What follows belongs to an exercise in optimizing a design on an open flow for small area; a production flow would make more cautious choices. Only simulation tests tie the RTL to the original design; equivalence was not proved. Power and IR drop assume default switching activity.

==> job 8580: inputs <==
## dds_demod
module dds_demod (
    input  logic               clk,
    input  logic               rst,
    input  logic               en,
    input  logic [3:0]         mode,
    input  logic               sym_start,
    input  logic               sample_valid,
    input  logic signed [11:0] wave,
    input  logic signed [11:0] ref_sin,
    input  logic signed [11:0] ref_cos,
    output logic [1:0]         data_out,
    output logic               data_valid,
    output logic               mode_err
);
==> flow/config.mk <==
export PLATFORM = sky130hd
export DESIGN_NAME = dds_demod
export DESIGN_NICKNAME = dds_demod
export VERILOG_FILES = /design/flow/design.v
export SDC_FILE = /design/flow/constraint.sdc
export NUM_CORES = 4
export LEC_CHECK = 0
export CAP_MARGIN = 0
export CORE_MARGIN = 2
export CORE_UTILIZATION = 65
export CTS_BUF_LIST = sky130_fd_sc_hd__clkbuf_8
export GPL_TIMING_DRIVEN = 0
export SLEW_MARGIN = 0
export SYNTH_HIERARCHICAL = 1
export SYNTH_MINIMUM_KEEP_SIZE = 0
==> flow/constraint.sdc <==
create_clock -name core_clock -period 10.0 [get_ports {clk}]
set_input_delay 2.0000 -clock core_clock [delete_from_list [all_inputs] [get_ports {clk}]]
set_output_delay 2.0000 -clock core_clock [all_outputs]
set_load 0.01 [all_outputs]
standard.sh (not shown) runs the stock make flow with config.mk's settings and CLKGATE_MAP_FILE= SYNTH_SCRIPT=/design/flow/synth_recipe.tcl, a recipe that flattens the netlist after the stock synthesis.
==> flow/flow/run.sh <==
#!/bin/bash
# Standard layout, with a small buffer cell on the ports instead of the
# resizer's default pick.
set -e
export BUFFER_PORTS_ARGS="-buffer_cell sky130_fd_sc_hd__buf_2"
bash standard.sh > standard.log 2>&1
==> job 3830 (differences from job 8580) <==
==> flow/run.sh (new file) <==
#!/bin/bash
# synth_recipe.tcl (not shown) runs the flow's synth.tcl, then flattens the netlist and writes it again
# the make line also repeats each setting of config.mk as NAME=value (left out here)
make -C /OpenROAD-flow-scripts/flow DESIGN_CONFIG=/design/flow/config.mk WORK_HOME=/design/flow/orfs CLKGATE_MAP_FILE= SYNTH_SCRIPT=/design/flow/synth_recipe.tcl finish
- CTS_BUF_LIST: sky130_fd_sc_hd__clkbuf_8 -> sky130_fd_sc_hd__clkbuf_16
- CTS_CLUSTER_DIAMETER: default -> 150
- CTS_CLUSTER_SIZE: default -> 45
removed: flow/flow/run.sh
removed: flow/standard.sh
==> comparison table <==
metric	job 3830	job 8580
Run status	complete, no violations	complete, no violations
RD Place Congestion	0.835	0.844
Number of buffers inserted by post-CTS setup repair	11	4
Signal buffers share of area	6.14%	3.13%
Non-filler cells, final	1402	1386
GRT Total Usage	33.6%	31.4%
Met3 Resource Use GR	6.98%	5.79%
Switching share of power	45.1%	45.4%
Area of the multi-input gates	8740 µm²	8660 µm²
Vias per inst	6.14	6.04
Combinational power	2.57 mW	2.49 mW
Slew of the pin with the lowest slew margin	1.37 ns	1.39 ns
Fillers	1172	1242
Repair and plain buffers	73	59
Post-route clock period utilization	94.7%	93.8%
Worst hold slack	0.479 ns	0.487 ns
Met2 usage in global routing	53.8%	50.3%
Worst IR Drop VDD	0.308 mV	0.288 mV
Initial DRC count	776	655
Final-layout clock-cell area share	2.48%	1.73%
Maximum single-stage delay on the critical path	0.91 ns	0.71 ns
Fraction of area in registers	15.4%	16.2%
Stages on the worst setup path	31	33
Proportion of cell area occupied by multi-input gates	72.0%	74.9%
Vias after detailed routing	8613	8378


==> 07-11 <==
Another version of the RTL of dds_demod (not shown whole).
==> flow/config.mk <==
export PLATFORM = sky130hd
export DESIGN_NAME = dds_demod
export DESIGN_NICKNAME = dds_demod
export VERILOG_FILES = /design/flow/design.v
export SDC_FILE = /design/flow/constraint.sdc
export NUM_CORES = 4
export LEC_CHECK = 0
export CAP_MARGIN = 0
export CORE_MARGIN = 2
export CORE_UTILIZATION = 65
export CTS_BUF_LIST = sky130_fd_sc_hd__clkbuf_8
export GPL_TIMING_DRIVEN = 0
export SLEW_MARGIN = 0
export SYNTH_HIERARCHICAL = 1
export SYNTH_MINIMUM_KEEP_SIZE = 0
==> flow/constraint.sdc <==
create_clock -name core_clock -period 10.0 [get_ports {clk}]
set_input_delay 2.0000 -clock core_clock [delete_from_list [all_inputs] [get_ports {clk}]]
set_output_delay 2.0000 -clock core_clock [all_outputs]
set_load 0.01 [all_outputs]
==> flow/flow/run.sh <==
#!/bin/bash
# Standard layout (standard.sh), with two changes passed to ORFS through its
# environment: the port buffers use a small buffer cell, and clock tree
# synthesis adds no dummy loads.
set -e
export BUFFER_PORTS_ARGS="-buffer_cell sky130_fd_sc_hd__buf_1"
export CTS_ARGS="-repair_clock_nets -root_buf sky130_fd_sc_hd__clkbuf_16 -buf_list sky130_fd_sc_hd__clkbuf_4 -dont_use_dummy_load"
bash standard.sh > standard.log 2>&1
==> inputs of 03-17, as changes to 07-11 <==
==> flow/flow/run.sh (replaced) <==
#!/bin/bash
# Standard layout (standard.sh), with two changes passed to ORFS through its
# environment: the port buffers use a small buffer cell, and clock tree
# synthesis adds no dummy loads.
set -e
export BUFFER_PORTS_ARGS="-buffer_cell sky130_fd_sc_hd__buf_1"
export CTS_ARGS="-sink_clustering_enable -repair_clock_nets -buf_list sky130_fd_sc_hd__clkbuf_8 -dont_use_dummy_load"
bash standard.sh > standard.log 2>&1
==> flow_summary.json <==
{
  "power_switching_share": 0.4592,
  "worst_hold_check_slack_ps": 500.2,
  "run_status": "no timing/DRC/antenna violations",
  "fillCellCount": 1274,
  "worstPathRequired_ps": 10330,
  "final.setup_skew_ps": 34.37,
  "fraction_of_standard_cell_area_in_multi_input_logic": 0.7593,
  "clockNetworkPower_uw": 201
}
-- figures above: 03-17

==> flow_summary.json <==
{
  "run_status": "no timing/DRC/antenna violations",
  "worstPathRequired_ps": 10290,
  "final.setup_skew_ps": 23.53,
  "clockNetworkPower_uw": 288,
  "critical-path-max-stage-delay_ps": 560,
  "fillCellCount": 1252,
  "power_switching_share": 0.4484
}
-- figures above: 07-11

-- what the ideal ports hide --
The flow's constraints put no driver on any port. The routed layouts listed below were extracted and timed again, unchanged, in two steps. Step 1 sets driving cells, clkbuf_16 on the clock port and buf_2 on the other inputs (assumed; they add their load-dependent delay and slew). Step 2 times the ports against the registers' clock, not the clock port: input delays grow and output delays shrink by t, the midpoint of the rising clock arrivals with the driver on. Slacks: ideal ports / drivers / drivers and shift; pairs: ideal ports / drivers.
| run | t (ns) | setup WS [ns] | worst hold slack (ns) | slew at the worst register clock pin (ns) | pins driven straight from the clock port |
|---|---|---|---|---|---|
| job 8580 | 0.428 | 0.615 / 0.631 / 0.203 | 0.487 / 0.487 / 0.487 | 0.11 / 0.11 | 1 |
| job 3830 | 0.407 | 0.527 / 0.549 / 0.142 | 0.479 / 0.479 / 0.479 | 0.08 / 0.08 | 1 |
| 07-11 | 0.396 | 0.655 / 0.682 / 0.286 | 0.492 / 0.492 / 0.492 | 0.07 / 0.07 | 1 |
| 03-17 | 0.419 | 0.681 / 0.705 / 0.285 | 0.500 / 0.500 / 0.500 | 0.10 / 0.10 | 1 |
After both steps every run listed still meets setup and hold. For job 8580, which loses most, drivers alone change the setup slack by +0.016 ns; drivers and shift together by -0.412 ns.
